Context: an optimization exercise on an open-source flow, tuned for small area, a short achievable clock period and few clock cycles. The choices shown serve that exercise and are no tape-out recipe. The RTL was checked by simulation tests, not by an equivalence proof against the original design.

<file path="config.mk">
export PLATFORM = sky130hd
export DESIGN_NAME = exe_top
export DESIGN_NICKNAME = exe_top
export VERILOG_FILES = /design/flow/design.v
export SDC_FILE = /design/flow/constraint.sdc
export NUM_CORES = 4
export LEC_CHECK = 0
export CAP_MARGIN = 20
export CORE_MARGIN = 2
export CORE_UTILIZATION = 40
export SLEW_MARGIN = 20
</file>
<file path="constraint.sdc">
create_clock -name core_clock -period 10.5 [get_ports {clk}]
set_input_delay 2.1000 -clock core_clock [delete_from_list [all_inputs] [get_ports {clk}]]
set_output_delay 2.1000 -clock core_clock [all_outputs]
set_load 0.01 [all_outputs]
</file>
<file path="design.v">
`default_nettype none
package exe_pkg;
    typedef enum logic [1:0] {
        FU_ALU = 2'd0,
        FU_MUL = 2'd1,
        FU_DIV = 2'd2
    } fu_sel_e;
    typedef enum logic [3:0] {
        ADD, SUB, AND, OR, XOR, SLL, SRL, SRA, SLT, SLTU,
        MUL, MULH, MULHU, DIV, DIVU, REM
    } exe_op_e;
    localparam exe_op_e REMU = MULHU;
    typedef struct packed {
        fu_sel_e                fu_sel;
        exe_op_e                op;
        logic [32-1:0]   src_a;
        logic [32-1:0]   src_b;
        logic [3-1:0]  tag;
        logic [7-1:0]   rd;
    } exe_req_t;
    typedef struct packed {
        logic [32-1:0]   data;
        logic [3-1:0]  tag;
        logic [7-1:0]   rd;
    } exe_result_t;
endpackage
`default_nettype wire
`timescale 1ns/1ps
`default_nettype none
module exe_dispatch (
    input  logic                    i_valid,
    input  exe_pkg::exe_req_t       i_req,
    input  logic [3-1:0]  i_unit_ready,
    output logic                    o_ready,
    output logic [3-1:0]  o_unit_valid
);
    always_comb begin
        o_unit_valid = '0;
        for (int k = 0; k < 3; k++) begin
            o_unit_valid[k] = i_valid && (i_req.fu_sel == k);
        end
    end
    assign o_ready = (i_req.fu_sel < 3) ? i_unit_ready[i_req.fu_sel] : 1'b0;
endmodule
`default_nettype wire
`timescale 1ns/1ps
`default_nettype none
module exe_alu (
    input  logic                    i_valid,
    input  exe_pkg::exe_req_t       i_req,
    input  logic                    i_slot_ready,
    output logic                    o_ready,
    output logic                    o_valid,
    output exe_pkg::exe_result_t    o_result
);
    localparam int SHAMT_W = $clog2(32);
    logic [SHAMT_W-1:0]     shamt;
    logic [32-1:0]   res;
    assign shamt = i_req.src_b[SHAMT_W-1:0];
    always_comb begin
        case (i_req.op)
            exe_pkg::ADD:     res = i_req.src_a + i_req.src_b;
            exe_pkg::SUB:     res = i_req.src_a - i_req.src_b;
            exe_pkg::AND:     res = i_req.src_a & i_req.src_b;
            exe_pkg::OR:      res = i_req.src_a | i_req.src_b;
            exe_pkg::XOR:     res = i_req.src_a ^ i_req.src_b;
            exe_pkg::SLL:     res = i_req.src_a << shamt;
            exe_pkg::SRL:     res = i_req.src_a >> shamt;
            exe_pkg::SRA:     res = $signed(i_req.src_a) >>> shamt;
            exe_pkg::SLT:     res = {{(32-1){1'b0}}, $signed(i_req.src_a) < $signed(i_req.src_b)};
            exe_pkg::SLTU:    res = {{(32-1){1'b0}}, i_req.src_a < i_req.src_b};
            default: res = '0;
        endcase
    end
    assign o_ready       = i_slot_ready;
    assign o_valid       = i_valid && i_slot_ready;
    assign o_result.data = res;
    assign o_result.tag  = i_req.tag;
    assign o_result.rd   = i_req.rd;
endmodule
`default_nettype wire
`timescale 1ns/1ps
`default_nettype none
module exe_mul (
    input  logic                    clk,
    input  logic                    rst,
    input  logic                    i_valid,
    input  exe_pkg::exe_req_t       i_req,
    input  logic                    i_slot_ready,
    output logic                    o_ready,
    output logic                    o_valid,
    output exe_pkg::exe_result_t    o_result
);
    localparam int NS = 3;
    typedef struct packed {
        logic [2*32-1:0] prod;
        logic                   hi;
        logic [3-1:0]  tag;
        logic [7-1:0]   rd;
    } mul_stage_t;
    localparam int STG_W = 2*32 + 1 + 3 + 7;
    logic signed [32:0]      ext_a;
    logic signed [32:0]      ext_b;
    logic signed [2*32+1:0]  full;
    logic                           sext;
    mul_stage_t                     stg_in;
    logic [NS-1:0][STG_W-1:0]       stg_q;
    logic [NS-1:0]                  vld_q;
    mul_stage_t                     stg_last;
    assign sext  = (i_req.op == exe_pkg::MULH);
    assign ext_a = {sext & i_req.src_a[32-1], i_req.src_a};
    assign ext_b = {sext & i_req.src_b[32-1], i_req.src_b};
    assign full  = ext_a * ext_b;
    assign stg_in.prod = full[2*32-1:0];
    assign stg_in.hi   = (i_req.op == exe_pkg::MULH) || (i_req.op == exe_pkg::MULHU);
    assign stg_in.tag  = i_req.tag;
    assign stg_in.rd   = i_req.rd;
    always_ff @(posedge clk) begin
        if (rst) begin
            vld_q <= '0;
        end else if (i_slot_ready) begin
            vld_q <= {vld_q[NS-2:0], i_valid};
        end
    end
    always_ff @(posedge clk) begin
        if (i_slot_ready) begin
            stg_q[0] <= stg_in;
            for (int k = 1; k < NS; k++) begin
                stg_q[k] <= stg_q[k-1];
            end
        end
    end
    assign stg_last      = stg_q[NS-1];
    assign o_ready       = i_slot_ready;
    assign o_valid       = vld_q[NS-1] && i_slot_ready;
    assign o_result.data = stg_last.hi ? stg_last.prod[2*32-1:32]
                                          : stg_last.prod[32-1:0];
    assign o_result.tag  = stg_last.tag;
    assign o_result.rd   = stg_last.rd;
endmodule
`default_nettype wire
`timescale 1ns/1ps
`default_nettype none
module exe_div (
    input  logic                    clk,
    input  logic                    rst,
    input  logic                    i_valid,
    input  exe_pkg::exe_req_t       i_req,
    input  logic                    i_slot_ready,
    output logic                    o_ready,
    output logic                    o_valid,
    output exe_pkg::exe_result_t    o_result
);
    localparam int XL    = 32;
    localparam int CNT_W = $clog2(XL) + 1;
    typedef enum logic [1:0] {S_IDLE, S_BUSY, S_DONE} div_state_e;
    div_state_e         state_q;
    logic [CNT_W-1:0]   cnt_q;
    logic [XL-1:0]      quo_q;
    logic [XL-1:0]      rem_q;
    logic [XL-1:0]      dvs_q;
    logic               neg_quo_q;
    logic               neg_rem_q;
    logic               want_rem_q;
    logic               dvz_q;
    exe_pkg::exe_result_t        res_q;
    logic               accept;
    logic               sgn;
    logic               a_neg;
    logic               b_neg;
    logic [XL:0]        shifted;
    logic [XL+1:0]      diff;
    assign accept = i_valid && o_ready;
    assign sgn    = (i_req.op == exe_pkg::DIV) || (i_req.op == exe_pkg::REM);
    assign a_neg  = sgn && i_req.src_a[XL-1];
    assign b_neg  = sgn && i_req.src_b[XL-1];
    assign shifted = {rem_q, quo_q[XL-1]};
    assign diff    = {1'b0, shifted} - {2'b0, dvs_q};
    always_ff @(posedge clk) begin
        if (rst) begin
            state_q <= S_IDLE;
            cnt_q   <= '0;
        end else begin
            case (state_q)
                S_IDLE: begin
                    if (accept) begin
                        state_q <= S_BUSY;
                        cnt_q   <= '0;
                    end
                end
                S_BUSY: begin
                    cnt_q <= cnt_q + 1'b1;
                    if (cnt_q[CNT_W-1]) begin
                        state_q <= S_DONE;
                    end
                end
                default: begin
                    if (i_slot_ready) begin
                        state_q <= S_IDLE;
                    end
                end
            endcase
        end
    end
    always_ff @(posedge clk) begin
        if (accept) begin
            quo_q      <= a_neg ? -i_req.src_a : i_req.src_a;
            rem_q      <= '0;
            dvs_q      <= b_neg ? -i_req.src_b : i_req.src_b;
            neg_quo_q  <= a_neg ^ b_neg;
            neg_rem_q  <= a_neg;
            want_rem_q <= (i_req.op == exe_pkg::REM) || (i_req.op == exe_pkg::REMU);
            dvz_q      <= (i_req.src_b == '0);
            res_q.tag  <= i_req.tag;
            res_q.rd   <= i_req.rd;
        end else if (state_q == S_BUSY && !cnt_q[CNT_W-1]) begin
            quo_q <= {quo_q[XL-2:0], !diff[XL+1]};
            rem_q <= diff[XL+1] ? shifted[XL-1:0] : diff[XL-1:0];
        end else if (state_q == S_BUSY) begin
            if (want_rem_q) begin
                res_q.data <= neg_rem_q ? -rem_q : rem_q;
            end else if (dvz_q) begin
                res_q.data <= '1;
            end else begin
                res_q.data <= neg_quo_q ? -quo_q : quo_q;
            end
        end
    end
    assign o_ready  = (state_q == S_IDLE);
    assign o_valid  = (state_q == S_DONE) && i_slot_ready;
    assign o_result = res_q;
endmodule
`default_nettype wire
`timescale 1ns/1ps
`default_nettype none
module exe_result_slot (
    input  logic                    clk,
    input  logic                    rst,
    input  logic                    i_valid,
    input  exe_pkg::exe_result_t    i_result,
    input  logic                    i_grant,
    output logic                    o_unit_ready,
    output logic                    o_valid,
    output exe_pkg::exe_result_t    o_result
);
    logic           bypass_q;
    exe_pkg::exe_result_t    hold_q;
    always_ff @(posedge clk) begin
        if (rst) begin
            bypass_q <= 1'b1;
        end else if (bypass_q) begin
            if (i_valid && !i_grant) begin
                bypass_q <= 1'b0;
            end
        end else if (i_grant) begin
            bypass_q <= 1'b1;
        end
    end
    always_ff @(posedge clk) begin
        if (bypass_q && i_valid && !i_grant) begin
            hold_q <= i_result;
        end
    end
    assign o_unit_ready = bypass_q;
    assign o_valid      = bypass_q ? i_valid : 1'b1;
    assign o_result     = bypass_q ? i_result : hold_q;
endmodule
`default_nettype wire
`timescale 1ns/1ps
`default_nettype none
module exe_wb_arbiter (
    input  logic                    clk,
    input  logic                    rst,
    input  logic [3-1:0]  i_slot_valid,
    input  logic [3-1:0][(32 + 3 + 7)-1:0] i_slot_result,
    output logic [3-1:0]  o_grant,
    output logic                    o_wb_valid,
    output exe_pkg::exe_result_t    o_wb_result
);
    exe_pkg::exe_result_t            win_result;
    logic [3-1:0] lost;
    always_comb begin
        o_grant    = '0;
        win_result = i_slot_result[0];
        for (int k = 0; k < 3; k++) begin
            if (i_slot_valid[k]) begin
                o_grant    = '0;
                o_grant[k] = 1'b1;
                win_result = i_slot_result[k];
            end
        end
    end
    always_ff @(posedge clk) begin
        if (rst) begin
            o_wb_valid <= 1'b0;
        end else begin
            o_wb_valid <= |o_grant;
        end
    end
    always_ff @(posedge clk) begin
        if (|o_grant) begin
            o_wb_result <= win_result;
        end
    end
    assign lost = i_slot_valid & ~o_grant;
endmodule
`default_nettype wire
`timescale 1ns/1ps
`default_nettype none
module exe_stage (
    input  logic                    clk,
    input  logic                    rst,
    input  logic                    i_valid,
    input  exe_pkg::exe_req_t       i_req,
    output logic                    o_ready,
    output logic                    o_wb_valid,
    output exe_pkg::exe_result_t    o_wb_result
);
    logic [3-1:0] unit_valid;
    logic [3-1:0] unit_ready;
    logic [3-1:0] res_valid;
    logic [3-1:0][(32 + 3 + 7)-1:0] unit_res;
    logic [3-1:0] slot_ready;
    logic [3-1:0] slot_valid;
    logic [3-1:0][(32 + 3 + 7)-1:0] slot_res;
    logic [3-1:0] grant;
    exe_dispatch dispatch_i (
        .i_valid      (i_valid),
        .i_req        (i_req),
        .i_unit_ready (unit_ready),
        .o_ready      (o_ready),
        .o_unit_valid (unit_valid)
    );
    exe_alu alu_i (
        .i_valid      (unit_valid[exe_pkg::FU_ALU]),
        .i_req        (i_req),
        .i_slot_ready (slot_ready[exe_pkg::FU_ALU]),
        .o_ready      (unit_ready[exe_pkg::FU_ALU]),
        .o_valid      (res_valid[exe_pkg::FU_ALU]),
        .o_result     (unit_res[exe_pkg::FU_ALU])
    );
    exe_mul mul_i (
        .clk          (clk),
        .rst          (rst),
        .i_valid      (unit_valid[exe_pkg::FU_MUL]),
        .i_req        (i_req),
        .i_slot_ready (slot_ready[exe_pkg::FU_MUL]),
        .o_ready      (unit_ready[exe_pkg::FU_MUL]),
        .o_valid      (res_valid[exe_pkg::FU_MUL]),
        .o_result     (unit_res[exe_pkg::FU_MUL])
    );
    exe_div div_i (
        .clk          (clk),
        .rst          (rst),
        .i_valid      (unit_valid[exe_pkg::FU_DIV]),
        .i_req        (i_req),
        .i_slot_ready (slot_ready[exe_pkg::FU_DIV]),
        .o_ready      (unit_ready[exe_pkg::FU_DIV]),
        .o_valid      (res_valid[exe_pkg::FU_DIV]),
        .o_result     (unit_res[exe_pkg::FU_DIV])
    );
    for (genvar g = 0; g < 3; g++) begin : g_slot
        exe_result_slot slot_i (
            .clk          (clk),
            .rst          (rst),
            .i_valid      (res_valid[g]),
            .i_result     (unit_res[g]),
            .i_grant      (grant[g]),
            .o_unit_ready (slot_ready[g]),
            .o_valid      (slot_valid[g]),
            .o_result     (slot_res[g])
        );
    end
    exe_wb_arbiter wb_arbiter_i (
        .clk           (clk),
        .rst           (rst),
        .i_slot_valid  (slot_valid),
        .i_slot_result (slot_res),
        .o_grant       (grant),
        .o_wb_valid    (o_wb_valid),
        .o_wb_result   (o_wb_result)
    );
endmodule
`default_nettype wire
`timescale 1ns/1ps
`default_nettype none
module exe_top (
    input  logic                    clk,
    input  logic                    rst,
    input  logic                    i_valid,
    input  logic [1:0]              i_fu_sel,
    input  logic [3:0]              i_op,
    input  logic [32-1:0]    i_src_a,
    input  logic [32-1:0]    i_src_b,
    input  logic [3-1:0]   i_tag,
    input  logic [7-1:0]    i_rd,
    output logic                    o_ready,
    output logic                    o_wb_valid,
    output logic [32-1:0]    o_wb_data,
    output logic [3-1:0]   o_wb_tag,
    output logic [7-1:0]    o_wb_rd
);
    exe_pkg::exe_req_t       req;
    exe_pkg::exe_result_t    wb_result;
    assign req.fu_sel = exe_pkg::fu_sel_e'(i_fu_sel);
    assign req.op     = exe_pkg::exe_op_e'(i_op);
    assign req.src_a  = i_src_a;
    assign req.src_b  = i_src_b;
    assign req.tag    = i_tag;
    assign req.rd     = i_rd;
    exe_stage stage_i (
        .clk         (clk),
        .rst         (rst),
        .i_valid     (i_valid),
        .i_req       (req),
        .o_ready     (o_ready),
        .o_wb_valid  (o_wb_valid),
        .o_wb_result (wb_result)
    );
    assign o_wb_data = wb_result.data;
    assign o_wb_tag  = wb_result.tag;
    assign o_wb_rd   = wb_result.rd;
endmodule
`default_nettype wire
</file>
<file path="run.sh">
#!/bin/bash
# synth_recipe.tcl (not shown) runs the flow's synth.tcl, then flattens the netlist and writes it again
# the make line also repeats each setting of config.mk as NAME=value (left out here)
make -C /OpenROAD-flow-scripts/flow DESIGN_CONFIG=/design/flow/config.mk WORK_HOME=/design/flow/orfs CLKGATE_MAP_FILE= SYNTH_SCRIPT=/design/flow/synth_recipe.tcl finish
</file>
==> notes.md <==
==> through the flow <==
step	hold WS [ns]	util (%)
after detailed placement	0.405	44.6
after CTS	0.418	45.8
after global placement	0.401	44.5
after floorplan	0.400	-
final	0.417	45.9
after global routing	0.423	45.9
==> synthesized netlist by cell type (10+ instances only) <==
library cell and instances:
nor2_1 674, or3_1 10, a211oi_1 51, a211o_1 23, or4_1 16, xnor2_1 152, nand3_1 73, o31ai_1 45
nand2_1 930, o21a_1 26, a31oi_1 33, and3_1 21, fa_1 1128, o22ai_1 17, o221ai_1 19, a21o_1 68
mux2_2 47, o21bai_1 25, clkbuf_1 283, o311ai_0 11, nand4_1 17, nor4_1 21, buf_1 122, nor3_1 80
clkinv_1 15, ha_1 346, dfxtp_1 47, mux4_2 42, a221oi_1 25, edfxtp_1 503, inv_1 1279, o211ai_1 45
or2_2 17, o41ai_1 13, o21ai_0 269, xor2_1 79, and2_1 15, mux2i_1 109, nor2b_1 29, a21oi_1 262
a22oi_1 42, nand2b_1 33, a221o_1 18
==> registers in the layout, summed over array words and instances, names as in the netlist <==
signal,flops
stage_i.div_i.rem_q,32
stage_i.mul_i.vld_q,3
stage_i.wb_arbiter_i.o_wb_result,42
stage_i.div_i.want_rem_q,1
stage_i.div_i.cnt_q,6
stage_i.div_i.res_q,42
stage_i.div_i.neg_rem_q,1
stage_i.wb_arbiter_i.o_wb_valid,1
stage_i.div_i.dvz_q,1
stage_i.div_i.dvs_q,32
stage_i.div_i.quo_q,32
stage_i.div_i.state_q,2
stage_i.g_slot.slot_i.bypass_q,3
stage_i.g_slot.slot_i.hold_q,126
stage_i.div_i.neg_quo_q,1
stage_i.mul_i.stg_q,225
==> routing by layer <==
metal | GRT usage (%) | share of wire (%) | vias up
met3 | 8.12 | 9.5 | 595
met1 | 42.2 | 40 | 28600
li1 | - | - | 24000
met2 | 48.1 | 44 | 2575
met4 | 17.5 | 6.6 | 20
met5 | 0 | 0.057 | -
==> worst reg2reg max path, stage by stage, from the launching register on <==
cell	delay (ns)
edfxtp_1	0.49
or4_4	0.54
nor2_4	0.12
nand2_2	0.08
or4_4	0.43
or4_4	0.44
or4_4	0.44
or4_4	0.45
or4_4	0.47
o21ai_1	0.16
xor2_1	0.10
a22oi_1	0.47
==> cells by family (layout without fill, tap and decap cells) <==
logic type                 Yosys count  count (layout)  share of synthesized area [%]
and+or+nand+nor                   1963            1963                           11.8
buffers and inverters             1710            2096                           9.30
adders and majority gates         1474            1474                           38.8
AOI/OAI and AO/OA                 1103            1103                           10.4
DFF                                550             550                           23.1
xor gates and xnor gates           231             231                           2.92
muxes                              198             198                           3.70
other                                2              55                         0.0108
==> final cells by class <==
cell class / count / area [um2]
Antenna cell: 12 / 30.0
Inverter: 1297 / 4870
Clock inverter: 46 / 510
Clock buffer: 77 / 1710
Fill cell: 16400 / 93100
Multi-Input combinational cell: 5012 / 47200
Sequential cell: 550 / 16100
Timing Repair Buffer: 676 / 5650
Tap cell: 2310 / 2890
==> cell usage in the layout, fill, tap and decap left out, types with 44 or more instances in the layout <==
cell / instances
a211oi_1: 49
a21o_1: 68
a21oi_1: 261
buf_4: 518
clkbuf_16: 67
clkdlybuf4s50_1: 89
edfxtp_1: 503
fa_1: 1128
ha_1: 346
inv_1: 1276
mux2_2: 47
mux2i_1: 109
nand2_1: 929
nand3_1: 73
nor2_1: 671
nor3_1: 76
o211ai_1: 45
o21ai_0: 269
o31ai_1: 44
xnor2_1: 152
xor2_1: 79
==> what timing repair did <==
| item | CTS | global route |
|---|---|---|
| buffers inserted | 0 | 0 |
| pin swaps | 0 | 1 |
| gates resized for setup | 1 | 4 |
| endpoints found under the setup margin | 1 | 7 |
==> worst paths after layout <==
kind | start | to | slack (ns) | cells past startpoint
max | i_src_a[20] | stage_i.mul_i.stg_q[72]$_DFFE_PP_ | 0.21 | 31
min | stage_i.mul_i.stg_q[51]$_DFFE_PP_ | stage_i.mul_i.stg_q[126]$_DFFE_PP_ | 0.42 | 0
max reg2reg | stage_i.div_i.quo_q[3]$_DFFE_PP_ | stage_i.div_i.res_q[37]$_DFFE_PP_ | 6.03 | 11
min reg2reg | stage_i.mul_i.stg_q[51]$_DFFE_PP_ | stage_i.mul_i.stg_q[126]$_DFFE_PP_ | 0.42 | 0
==> flow_summary.yaml <==
outcome:
  outcome: "timing/DRC/antenna clean"
detailed_routing:
  drt-total-wl_um: 277000
  firstDrtPassIters: 6
  routed_via_density: 5.59
  num_vias: 55800
  drtIter0Drc: 5110
  wl_per_cell_um: 27.8
  antenna_left: 0
  remaining_drc_errors: 0
sta:
  finalClockSkew_ns: 0.0444
  clock.fmax_ghz: 0.0972
  hold_viol: 0
  tns_ns: 0
  post-route-min-period_ns: 10.29
  grt_setup_unrepaired: "no"
  relSlewSlack_pct: 23.9
  worst_slack_ns: 0.208
  finalSetupViolations: 0
  drv_slew: 0
  timing.final.crit_share_pct: 98.0
  worstMarginPinSlew_ns: 1.14
placed_design:
  place_ws_ns: -0.718
  place_inst: 9845
  gp_congestion: 1.03
  dpl_cell_area_um2: 76600
  port_buffers: 126
  hpwlAfterDp_um: 227000
clock_tree:
  clk_pin_slew_ns: 0.05
  ctsHtreeMaxLevel: 3
  clockBufferDepth: 3
  cts_tree: "yes"
  clock_latency_ns: 0.71
  cts_buffers: 67
  cts.sinks: 550
  root_buffer: "clkbuf_16"
  ctsHoldBuffers: 0
global_routing:
  antenna_found_initial: 26
  grt_pass1_wl_um: 405000
  globalRouteOverflowTotal: 0
  grt.total_usage_pct: 32.0
  grt_pass1_vias: 57200
  grt_max_degree: 80
cells_and_area:
  drive_gt1_share_pct: 11.2
  design_area_um2: 78900
  fin_nets: 9161
  instances_no_fill: 9980
  areaGrowthSynthToFinish_pct: 13.7
worst_setup_path:
  critPathRequiredTime_ns: 10.92
  worstSetupPathType: "in -> reg"
  path_delay_family: "adder cells"
  cp-start-kind: "input port"
  crit_slowest_cell: "fa_1"
  worst-path-max-fanout: 5
  end_kind: "flop"
  worst-path-buf-inv: 10
  worst_path_most_repeated_cell: "fa_1"
  worst_ep_arrival_time_ns: 10.71
  cp_slowest_stage_delay_ns: 0.54
synth:
  synthFlopType: "edfxtp_1"
  synth_area_per_cell_um2: 9.60
  synth_top_area_share_pct: 32.5
  synth_edf_count: 503
  ys_types: 87
  synthTopCellsByArea: "fa_1, edfxtp_1, inv_1"
  yosysWarningCount: 6
  seq_area_frac_synth_pct: 23.1
  synthArstFlopShare_pct: 0
  syn_inst: 7231
  synth_top_cell_by_area: "fa_1"
  synth_seq_cells: 550
  syn_area_um2: 69400
floorplanning:
  ios: 127
  dieArea_um2: 177000
  die_w_um: 421
  rows: 152
  core_area_um2: 172000
  fp.dieH_um: 421
  start_util_pct: 40.4
worst_hold_path:
  hp-class: "reg -> reg"
job:
  maxCapViolations: 0
Testbench counts, summed over its fixed seeds: cycles 12,261.

==> afterwards: timing with drivers on the ports <==
The results above use ideal ports. As a check the final layout listed here was re-extracted and re-timed, cells and wires unchanged.
Step 1 (the two cells are an assumption about what drives the block):
set clk [get_ports {clk}]
set_driving_cell -lib_cell sky130_fd_sc_hd__clkbuf_16 $clk
set_driving_cell -lib_cell sky130_fd_sc_hd__buf_2 [delete_from_list [all_inputs] $clk]
Step 2 moves the port delays by t, midway between the first and last clock arrival at a register: inputs arrive t later, outputs are due t later. That takes back most of the time a late clock gives input paths.
Three values: ideal, step 1, step 2; two values: the first two.
t (ns): 0.779
slack for setup (ns): 0.208 / 0.261 / -0.518
hold slack, ns: 0.417 / 0.417 / 0.417
worst setup path at the end: input to register
Met with ideal ports but missed after step 2: setup timing in this run. The setup slack of this run moves by +0.053 ns with the drivers and by -0.726 ns with both steps.
